This design comes from an exercise in tuning for small area, a short achievable clock period and few clock cycles on the open sky130 flow, not from production work.
At most, simulation tests tie the RTL to the original design; equivalence was not proved.
Power and IR drop assume default switching activity.

Design text_command_line_parser_top, start of the top module:
module text_command_line_parser_top #(
    parameter int MAX_LINE_CHARS = 63
) (
    input  logic        clk,
    input  logic        rst_n,
    input  logic        rx_valid,
    output logic        rx_ready,
    input  logic [7:0]  rx_byte,
    output logic        cmd_valid,
    input  logic        cmd_ready,
    output logic [1:0]  cmd_kind,
    output logic [31:0] pitch_centideg,
    output logic [31:0] turn_rate_hz
);
clock: 12.0 ns
lec_check: 0
cap_margin: 20
core_margin: 2
core_utilization: 40
slew_margin: 20
standard.sh (not shown) runs the stock make flow with config.mk's settings and CLKGATE_MAP_FILE= SYNTH_SCRIPT=/design/flow/synth_recipe.tcl, a recipe that flattens the netlist after the stock synthesis.
==> flow/flow/run.sh <==
#!/bin/bash
# Standard ORFS layout (same SDC and clock period). Ports get buf_2 buffers, and
# timing repair aims for setup slack 8.5 ns at the design's period.
set -euo pipefail
bash standard.sh "BUFFER_PORTS_ARGS=-buffer_cell sky130_fd_sc_hd__buf_2" SETUP_SLACK_MARGIN=8.5 CORE_UTILIZATION=60 "CTS_ARGS=-sink_clustering_enable -repair_clock_nets -dont_use_dummy_load -sink_clustering_size 40 -sink_clustering_max_diameter 300 -sink_clustering_levels 1" finish > standard_flow.log 2>&1
Next try:
--- a/flow/design.v
+++ b/flow/design.v
@@ -154,20 +154,22 @@
     logic [1:0]  scl;         
     logic [1:0]  scl_n;
     logic        scl_init;
     logic        scl_frac;
     logic        nstep;
     logic        nstep_n;
     logic        post;        
     logic        negsel;      
     logic        negsel_b;    
-    logic [3:0]  selS;        
-    logic [3:0]  selT;        
+    logic        selS;        
+    logic        selT;        
+    logic        selS_h;      
+    logic        selT_h;
     logic       vld;
     logic       vld_n;
     logic [1:0] okind;
     logic stall;
     logic fire;
     logic is_lf;
     logic is_digit;
     logic is_blank;
     logic is_sign;
@@ -424,25 +426,22 @@
         if (num_init)
             acc <= '0;
         else if (sat_step)
             acc <= {neg, {31{!neg}}};
         else if (dig_step || scl_step || neg_step)
             acc <= acc_new;
         neg  <= neg_n;
         if (emit_now)
             okind <= emit_kind;
-        selS[0] <= emit_now ? (emit_kind == 2'd2) : (okind == 2'd2);
-        selT[0] <= emit_now ? (emit_kind == 2'd3) : (okind == 2'd3);
-        for (int k = 1; k < 4; k++)
-        begin
-            selS[k] <= emit_now ? (emit_kind == 2'd2) : selS[k-1];
-            selT[k] <= emit_now ? (emit_kind == 2'd3) : selT[k-1];
-        end
+        selS <= emit_now ? (emit_kind == 2'd2) : (okind == 2'd2);
+        selT <= emit_now ? (emit_kind == 2'd3) : (okind == 2'd3);
+        selS_h <= emit_now ? (emit_kind == 2'd2) : selS;
+        selT_h <= emit_now ? (emit_kind == 2'd3) : selT;
         negsel   <= post_n && nstep_n && (scl_n == 2'd0);
         negsel_b <= nstep_n && (scl_n == 2'd0);     
         if (rdy)
             b <= rx_byte;
     end
     always_ff @(posedge clk or negedge rst_n)
     begin
         if (!rst_n)
         begin
@@ -469,12 +468,12 @@
             scl   <= scl_n;
             nstep <= nstep_n;
             post  <= post_n;
             vld   <= vld_n;
         end
     end
     assign rx_ready  = rdy;
     assign cmd_valid = vld;
     assign cmd_kind  = okind;
-    assign pitch_centideg = acc & {{8{selS[3]}}, {8{selS[2]}}, {8{selS[1]}}, {8{selS[0]}}};
-    assign turn_rate_hz   = acc & {{8{selT[3]}}, {8{selT[2]}}, {8{selT[1]}}, {8{selT[0]}}};
+    assign pitch_centideg = acc & {{16{selS_h}}, {16{selS}}};
+    assign turn_rate_hz   = acc & {{16{selT_h}}, {16{selT}}};
 endmodule
What happened: Clock power hardly moves. Die area drops by 2.8%. Wire length goes down by 2.2%. Global-route usage climbs by 0.25 points. Hold slack loses 47 ps. Via count went down by 0.33%. Sequential power falls by 12%. Area after synthesis went down by 3.0%. Count of clock-buffer cells in the layout does not change. Total power went down by 15%. Cell count goes down by 2.2%. Maximum frequency hardly moves. Final area decreases by 2.8%. Sequential share of layout area drops by 0.72 points.
Testbench counts after the change, summed over its fixed seeds: cycles 40,726.
Function not checked in the first run of this note: the RTL went through the layout flow alone.

* * *

## before
Another version of the RTL of text_command_line_parser_top (not shown whole).
Size in the first run: ~80 I/O pins, roughly 0.0063 mm² of cells after synthesis.
Design text_command_line_parser_top, start of the top module:
module text_command_line_parser_top #(
    parameter int MAX_LINE_CHARS = 63
) (
    input  logic        clk,
    input  logic        rst_n,
    input  logic        rx_valid,
    output logic        rx_ready,
    input  logic [7:0]  rx_byte,
    output logic        cmd_valid,
    input  logic        cmd_ready,
    output logic [1:0]  cmd_kind,
    output logic [31:0] pitch_centideg,
    output logic [31:0] turn_rate_hz
);
export LEC_CHECK = 0
export CAP_MARGIN = 20
export CORE_MARGIN = 2
export CORE_UTILIZATION = 40
export SLEW_MARGIN = 20
create_clock -name core_clock -period 12.0 [get_ports {clk}]
==> flow/flow/run.sh <==
#!/bin/bash
# Standard ORFS layout (same SDC and clock period). Ports get buf_2 buffers, and
# timing repair aims for setup slack 8.5 ns at the design's period.
set -euo pipefail
bash standard.sh "BUFFER_PORTS_ARGS=-buffer_cell sky130_fd_sc_hd__buf_2" SETUP_SLACK_MARGIN=8.5  finish > standard_flow.log 2>&1
Testbench counts of before, summed over its fixed seeds: cycles 40,726.
#### Input delta (after over before)
--- a/flow/design.v
+++ b/flow/design.v
@@ -153,23 +153,20 @@
     logic        ovf;
     logic [1:0]  frac;
     logic [1:0]  frac_n;
     logic [1:0]  scl;
     logic [1:0]  scl_n;
     logic        nstep;
     logic        nstep_n;
     logic        post;        
     logic        negsel;      
-    logic        negsel_b;    
     logic        selS;        
     logic        selT;        
-    logic        selS_h;      
-    logic        selT_h;
     logic       vld;
     logic       vld_n;
     logic [1:0] okind;
     logic stall;
     logic fire;
     logic is_lf;
     logic is_digit;
     logic is_blank;
     logic is_sign;
@@ -393,19 +390,19 @@
     logic [3:0]  e;
     logic [30:0] add_a;
     logic [30:0] add_b;
     logic [30:0] add_s;
     logic        add_c;
     logic        ovf_new;
     logic [31:0] acc_new;
     assign e     = post ? 4'd0 : b[3:0];
     assign add_a = neg_step ? ~acc[30:0] : {acc[27:0], e[2:0]};
-    assign add_b = negsel_b ? 31'd0 : {acc[29:0], 1'b0};
+    assign add_b = neg_step ? 31'd0 : {acc[29:0], 1'b0};
     tcp_padd #(
         .N      (31),
         .ARCH   (ADD_ARCH),
         .GX_POS (2)
     ) u_add (
         .a    (add_a),
         .b    (add_b),
         .cin  (neg_step),
         .gx   (e[3]),
@@ -426,54 +423,50 @@
             acc <= {neg, {31{!neg}}};
         else if (dig_step || scl_step || neg_step)
             acc <= acc_new;
         neg  <= neg_n;
         frac <= frac_n;
         if (emit_now)
             okind <= emit_kind;
         selS <= emit_now ? (emit_kind == 2'd2) : (okind == 2'd2);
         selT <= emit_now ? (emit_kind == 2'd3) : (okind == 2'd3);
-        selS_h <= emit_now ? (emit_kind == 2'd2) : selS;
-        selT_h <= emit_now ? (emit_kind == 2'd3) : selT;
         if (rdy)
             b <= rx_byte;
     end
     always_ff @(posedge clk or negedge rst_n)
     begin
         if (!rst_n)
         begin
             bv    <= 1'b0;
             rdy   <= 1'b1;
             st    <= tcp_pkg::ST_START;
             ended <= 1'b0;
             cnt   <= '0;
             scl   <= 2'd0;
             nstep <= 1'b0;
             post  <= 1'b0;
             negsel <= 1'b0;
-            negsel_b <= 1'b0;
             vld   <= 1'b0;
         end
         else
         begin
             if (rdy)
                 bv <= rx_valid;
             else if (fire)
                 bv <= 1'b0;
             rdy   <= !(vld && !cmd_ready && (cnt >= 6'd3));
             st    <= st_n;
             ended <= ended_n;
             cnt   <= cnt_n;
             scl   <= scl_n;
             nstep <= nstep_n;
             post  <= post_n;
             negsel <= post_n && nstep_n && (scl_n == 2'd0);
-            negsel_b <= nstep_n && (scl_n == 2'd0);     
             vld   <= vld_n;
         end
     end
     assign rx_ready  = rdy;
     assign cmd_valid = vld;
     assign cmd_kind  = okind;
-    assign pitch_centideg = acc & {{16{selS_h}}, {16{selS}}};
-    assign turn_rate_hz   = acc & {{16{selT_h}}, {16{selT}}};
+    assign pitch_centideg = acc & {32{selS}};
+    assign turn_rate_hz   = acc & {32{selT}};
 endmodule
==> comparison <==
after reached the final stage; the timing, design-rule and antenna checks on its layout passed.
after vs. before: final worst-path setup slack grew by 0.10 ns; sequential cell count shrank by 3; number of setup buffers added after CTS grew by 6; via-per-instance ratio grew by about 3%.
The number of synthesized register bits of after is lower than that of before.
Compared with before, after shows met3 layer wire length in the routed design that has gone up slightly.
Global routing usage on met3 was lower in after than in before.
before -> after: net switching power figure increased by more than a quarter
Non-clock buffer total of the final layout (lower): before
Diff after and before: total routed wirelength higher in after
Between after and before, the slew of the pin with the lowest slew margin is higher for before.
No functional check of the RTL was part of after.

==> what the ideal ports hide <==
In the flow no input, the clock included, has a driving cell. The finished layouts below were timed again as built, in two steps.
Step 1 (the two cells are an assumption about what drives the block):
set clk [get_ports {clk}]
set_driving_cell -lib_cell sky130_fd_sc_hd__clkbuf_16 $clk
set_driving_cell -lib_cell sky130_fd_sc_hd__buf_2 [delete_from_list [all_inputs] $clk]
Step 2 also shifts input and output timing later by t, the mid clock arrival at the registers, as if the neighbouring blocks saw the same clock.
Slacks: ideal ports / drivers / drivers and shift; pairs: ideal ports / drivers.
run | shift t [ns] | setup slack, ns | latest minus earliest clock arrival (ns) | slew at the worst register clock pin (ns)
the first run of note 1 | 0.376 | 8.527 / 8.492 / 8.685 | 0.019 / 0.019 | 0.08 / 0.08
the second run of note 1 | 0.383 | 8.529 / 8.495 / 8.641 | 0.017 / 0.016 | 0.08 / 0.08
before | 0.384 | 8.348 / 8.309 / 8.512 | 0.007 / 0.008 | 0.06 / 0.06
after | 0.386 | 8.450 / 8.411 / 8.677 | 0.010 / 0.011 | 0.06 / 0.06
After both steps every run listed still meets setup and hold.
